From an optimization exercise on the open Yosys and OpenROAD flow, aimed at small area, a short achievable clock period and few clock cycles per item; shortcuts taken in it are not production practice.
RTL that was checked went through simulation tests only; none was proved equivalent to the original.
Power is estimated from default activity; no workload was simulated.

## fetch_top
module fetch_top (
    input logic clk,
    input logic n_rst,
    output logic instr_valid,
    input logic instr_ready,
    output nand_cpu_pkg::instr_t instr_data,
    output nand_cpu_pkg::addr_t instr_pc,
    input logic branch_valid,
    input nand_cpu_pkg::addr_t branch_target,
    output logic mem_req,
    output logic [12:0] mem_addr,
    input logic mem_ack,
    input logic [15:0] mem_data
);
    nand_cpu_pkg::addr_t pc;      
    logic out_valid;
    nand_cpu_pkg::instr_t out_data;
    logic [14:0] nf;              
    logic req;                    
    logic act;                    
    logic [1:0] beat;             
    logic stale;                  
    logic [15:0] fifo [2];
    logic rptr, wptr;             
    logic ne;                     
    logic full;                   
    logic need, nxt0, beat_in, pop, keep, push, push_need, issue, restart;
    nand_cpu_pkg::beat_t head;
    nand_cpu_pkg::addr_t pc_next;
    assign mem_req = req;
    assign mem_addr = nf[14:2];
    assign instr_valid = out_valid;
    assign instr_pc = pc;
    assign instr_data = out_data;
    assign pc_next = branch_valid ? branch_target :
                     (out_valid && instr_ready) ? pc + 1'b1 : pc;
    assign need = !out_valid || instr_ready;
    assign nxt0 = out_valid ^ pc[0];
    assign head = fifo[rptr];
    assign wptr = rptr ^ (ne && !full);
    assign beat_in = act && !stale && (beat == nf[1:0]);
    assign pop = need && ne && nxt0;
    assign keep = beat_in && (!full || pop);
    assign push_need = ne ? (!full || nxt0) : !nxt0;
    assign push = beat_in && (need ? push_need : !full);
    assign issue = !req && (!act || beat == 2'd3);
    assign restart = issue && (branch_valid || stale);
    always_ff @(posedge clk) begin
        if (!n_rst) begin
            pc <= '0;
  ...
Size in the first run: ~340 cells after synthesis, ~81 flip-flops, roughly 76 I/O pins, roughly 4000 um^2 of cells after synthesis.
Settings: LEC_CHECK=0, ABC_CLOCK_PERIOD_IN_PS=2500, CAP_MARGIN=20, CORE_MARGIN=2, CORE_UTILIZATION=40, PLACE_DENSITY=0.6, SETUP_SLACK_MARGIN=4.4, SLEW_MARGIN=20; clock period 6.5 ns.
standard.sh (not shown) runs the stock make flow with config.mk's settings and CLKGATE_MAP_FILE= SYNTH_SCRIPT=/design/flow/synth_recipe.tcl, a recipe that flattens the netlist after the stock synthesis.
==> flow/flow/run.sh <==
#!/bin/bash
# The standard layout, with the smallest buffer (buf_1) on every input and
# output port instead of the one buffer_ports picks by default.
set -euo pipefail
export BUFFER_PORTS_ARGS="-buffer_cell sky130_fd_sc_hd__buf_1"
bash standard.sh > standard_flow.log 2>&1
Testbench counts at the start, summed over its fixed seeds: cycles 64,126, bytes 34,829.
Rerun with:
CTS_CLUSTER_DIAMETER = 100   (was unset)
CTS_CLUSTER_SIZE = 30   (was unset)
SETUP_SLACK_MARGIN = 4.2   (was 4.4)
Outcome:
- global-route usage shrinks by 2.0 points
- critical path depth shrinks by 3
- wire length shrinks by 9.1%
- maximum frequency grows by 2.9%
- sequential share of layout area grows by 6.2 points
- clock power shrinks by 17%
- design area shrinks by 14%
- worst setup slack is better by 0.066 ns
- via count shrinks by 5.6%
- non-clock buffer count shrinks by 52
Rerun with:
CORE_UTILIZATION = 65   (was 40)
CTS_CLUSTER_DIAMETER = unset   (was 100)
CTS_CLUSTER_SIZE = unset   (was 30)
PLACE_DENSITY = 0.8   (was 0.6)
SETUP_SLACK_MARGIN = 4.0   (was 4.2)
- hold slack gets worse by 0.0049 ns
- power drops by about 3.5%
- utilization climbs by 27 points

* * *

job 101:
Starting RTL as in the previous note.
export LEC_CHECK = 0
export ABC_CLOCK_PERIOD_IN_PS = 2500
export CAP_MARGIN = 20
export CORE_MARGIN = 2
export CORE_UTILIZATION = 40
export PLACE_DENSITY = 0.6
export SETUP_SLACK_MARGIN = 4.3
export SLEW_MARGIN = 20
create_clock -name core_clock -period 6.5 [get_ports {clk}]
Scripts as last shown in full above: flow/flow/run.sh
Testbench counts of job 101, summed over its fixed seeds: cycles 64,126, bytes 34,829.
## Diff of input files: job 102 against job 101
- ABC_AREA now 1, previously not set
- SETUP_SLACK_MARGIN now 4.0, was 4.3
## What came out
In the metrics for job 101 and job 102, the one carrying the higher simple logic cell fraction of the synthesized area is job 102. On leakage power, job 102 does better than job 101. In job 102, worst hold path cell count is higher than in job 101. Lower maximum number of pins on one net before global-route repair among job 101 and job 102: job 102. Looking only at post-route clock period utilization, and setting everything else aside, the lower value of job 101 and job 102 goes to job 101. Cmp job 101 and job 102 / average wire per cell in the routed design / higher: job 101. Of job 102 and job 101, it is job 102 that has the lower post-CTS setup buffer count. Portion of netlist area occupied by mux cells (higher): job 101. Job 101 has a lower sequential power than job 102. Biggest fanout along the worst timing path: job 102 vs job 101 down 3. Job 102 ends up with higher net switching power than job 101 does.
diff inputs: job 102 => job 103
- ABC_AREA: 1 -> unset
- ABC_CLOCK_PERIOD_IN_PS: 2500 -> 5000
[summary]
Where net switching component of the power is concerned, job 102 is outperformed by job 103. The routed wire length on met2 in job 103 is 0.867 times that in job 102. Job 102 has higher global-route total usage across every layer than job 103. Summary: with job 102 as the reference, aggregate routed wire length in job 103 moved down by more than 10%. Summary of the comparison: total power consumption of the routed design is lower in job 103, relative to job 102. Job 103 falls short of job 102 in first-iteration DRC count.
--- input diff job 103..job 104 ---
- an added CTS_BUF_LIST of sky130_fd_sc_hd__clkbuf_16
- a change of ABC_CLOCK_PERIOD_IN_PS from 5000 to 2500
- a change of SETUP_SLACK_MARGIN from 4.0 to 4.2
Findings:
Detailed-route via count, job 104 and job 103, higher one = job 104.
What job 103 reported for routed length on met2 has to be multiplied by 1.05 to get the figure for job 104.
instr_pc[0] as the end point of the critical path was reported by job 103, and nf[13] by job 104.
Delta(slew at the pin closest to its max-slew limit, job 104 - job 103) > 0
Compared with job 103, job 104 shows a higher part of the total power dissipated in combinational logic.
NOTE total wire length after detailed routing job 103->job 104 increased by a little under 10%
Summary of job 104 over job 103: final period utilization saw a decrease; worst hold path stage count saw little to no change.
Summary: with job 103 as the reference, combinational power in job 104 moved up by more than 10%.
Job 103 reports its library cell contributing the largest single delay on the critical path as sky130_fd_sc_hd__dfxtp_1 while job 104 reports sky130_fd_sc_hd__nor3_1.
Clock-pin transition on the worst setup and hold timing paths: job 104 lower than job 103
When job 104 is set beside job 103, its clock skew turns out to be 0.0091 ns smaller.
Looking at top fanout value on the critical path, job 104 sits 2 lower than job 103 does.

* * *

## epsilon
The RTL this note starts from:
==> flow/design.v <==
package nand_cpu_pkg;
    localparam int ADDR_WIDTH = 16;
    localparam int DATA_SIZE = 8;
    localparam int MEM_TRANS_SIZE = 16;
    typedef logic [ADDR_WIDTH-1:0] addr_t;
    typedef logic [DATA_SIZE-1:0] instr_t;
    typedef logic [MEM_TRANS_SIZE-1:0] beat_t;
endpackage
module fetch_top (
    input logic clk,
    input logic n_rst,
    output logic instr_valid,
    input logic instr_ready,
    output nand_cpu_pkg::instr_t instr_data,
    output nand_cpu_pkg::addr_t instr_pc,
    input logic branch_valid,
    input nand_cpu_pkg::addr_t branch_target,
    output logic mem_req,
    output logic [12:0] mem_addr,
    input logic mem_ack,
    input logic [15:0] mem_data
);
    nand_cpu_pkg::addr_t pc;      
    logic out_valid;
    nand_cpu_pkg::instr_t out_data;
    logic [14:0] nf;              
    logic req;                    
    logic act;                    
    logic [1:0] beat;             
    logic stale;                  
    logic [15:0] fifo [2];
    logic rptr, wptr;
    logic ne;                     
    logic full;                   
    logic need, nxt0, beat_in, pop, keep, push, push_need, issue, restart;
    nand_cpu_pkg::beat_t head;
    assign mem_req = req;
    assign mem_addr = nf[14:2];
    assign instr_valid = out_valid;
    assign instr_pc = pc;
    assign instr_data = out_data;
    assign need = !out_valid || instr_ready;
    assign nxt0 = out_valid ^ pc[0];
    assign head = fifo[rptr];
    assign beat_in = act && !stale && (beat == nf[1:0]);
    assign pop = need && ne && nxt0;
    assign keep = beat_in && (!full || pop);
    assign push_need = ne ? (!full || nxt0) : !nxt0;
    assign push = beat_in && (need ? push_need : !full);
    assign issue = !req && (!act || beat == 2'd3);
    assign restart = issue && (branch_valid || stale);
    always_ff @(posedge clk) begin
        if (!n_rst) begin
            pc <= '0;
            out_valid <= 1'b0;
            nf <= '0;
            req <= 1'b0;
            act <= 1'b0;
            beat <= '0;
            stale <= 1'b0;
            rptr <= 1'b0;
            wptr <= 1'b0;
            ne <= 1'b0;
            full <= 1'b0;
        end else begin
            if (branch_valid || (out_valid && instr_ready)) begin
                pc <= branch_valid ? branch_target : pc + 1'b1;
            end
            out_valid <= !branch_valid && ((out_valid && !instr_ready) || ne || beat_in);
            if (req && mem_ack) begin
                req <= 1'b0;
                act <= 1'b1;
                beat <= '0;
            end else if (act) begin
                beat <= beat + 1'b1;
                if (beat == 2'd3) begin
                    act <= 1'b0;
                end
            end
            if (issue) begin
                req <= 1'b1;
            end
            stale <= !issue && (stale || branch_valid);
            if (restart || keep) begin
                nf <= !restart ? nf + 1'b1 :
                      branch_valid ? branch_target[15:1] : pc[15:1];
            end
            if (branch_valid) begin
                rptr <= 1'b0;
                wptr <= 1'b0;
                ne <= 1'b0;
                full <= 1'b0;
            end else begin
                if (push) begin
                    wptr <= !wptr;
                end
                if (pop) begin
                    rptr <= !rptr;
                end
                if (push != pop) begin
                    ne <= push || full;
                    full <= push && ne;
                end
            end
        end
    end
    always_ff @(posedge clk) begin
        if (need) begin
            if (ne) begin
                out_data <= nxt0 ? head[15:8] : head[7:0];
            end else begin
                out_data <= nxt0 ? mem_data[15:8] : mem_data[7:0];
            end
        end
        if (push) begin
            fifo[wptr] <= mem_data;
        end
    end
endmodule
clock: 6.5 ns
lec_check: 0
abc_clock_period_in_ps: 2500
cap_margin: 20
core_margin: 2
core_utilization: 40
place_density: 0.6
setup_slack_margin: 4.5
slew_margin: 20
Scripts as last shown in full above: flow/flow/run.sh
Setup changes, epsilon to gamma
==> flow/run.sh (new file) <==
#!/bin/bash
# synth_recipe.tcl (not shown) runs the flow's synth.tcl, then flattens the netlist and writes it again
# the make line also repeats each setting of config.mk as NAME=value (left out here)
make -C /OpenROAD-flow-scripts/flow DESIGN_CONFIG=/design/flow/config.mk WORK_HOME=/design/flow/orfs CLKGATE_MAP_FILE= SYNTH_SCRIPT=/design/flow/synth_recipe.tcl finish
diff --git a/flow/config.mk b/flow/config.mk
--- a/flow/config.mk
+++ b/flow/config.mk
@@ -12,3 +12,3 @@
 export PLACE_DENSITY = 0.6
-export SETUP_SLACK_MARGIN = 4.5
+export SETUP_SLACK_MARGIN = 4
 export SLEW_MARGIN = 20
removed: flow/flow/run.sh
removed: flow/standard.sh
==> results.txt <==
In the flow results for gamma and epsilon, the switching part of the total power is smaller on gamma. Count of buffers not belonging to the clock network in the layout for gamma is lower than for epsilon. Delta (gamma minus epsilon): maximum number of pins on one net before global-route repair rose 1, hold slack fell 42 ps, routability-driven placement congestion ratio rose 1.5%, routed wire length on met2 fell 1100 um, overall power after layout rose about 3.2%.
No functional check of the RTL was part of any run of this note.

==> re-timing with driven ports <==
In the flow no input, the clock included, has a driving cell. The finished layouts below were timed again as built, in two steps.
Step 1 (the two cells are an assumption about what drives the block):
set clk [get_ports {clk}]
set_driving_cell -lib_cell sky130_fd_sc_hd__clkbuf_16 $clk
set_driving_cell -lib_cell sky130_fd_sc_hd__buf_2 [delete_from_list [all_inputs] $clk]
Step 2 also shifts input and output timing later by t, the mid clock arrival at the registers, as if the neighbouring blocks saw the same clock.
a / b / c = no drivers / after step 1 / after step 2; a / b = the first two.
run	shift t [ns]	setup slack, ns	worst setup path after step 2	latest minus earliest clock arrival (ns)
the first run of note 1	0.386	4.162 / 4.109 / 3.723	input to register	0.011 / 0.011
the second run of note 1	0.386	4.228 / 4.195 / 3.834	input to register	0.016 / 0.016
the third run of note 1	0.382	4.058 / 4.067 / 3.685	input to register	0.013 / 0.013
job 101	0.382	4.177 / 4.139 / 3.757	input to register	0.014 / 0.014
job 102	0.394	4.096 / 4.062 / 3.747	input to register	0.008 / 0.008
job 103	0.378	4.080 / 4.050 / 3.737	input to register	0.017 / 0.017
job 104	0.368	4.201 / 4.186 / 3.817	input to register	0.007 / 0.007
epsilon	0.390	4.134 / 4.127 / 3.737	input to register	0.014 / 0.014
gamma	0.388	4.066 / 4.064 / 3.694	input to register	0.008 / 0.008
After both steps every run listed still meets setup and hold. For the first run of note 1, which loses most, drivers alone change the setup slack by -0.053 ns; drivers and shift together by -0.439 ns.
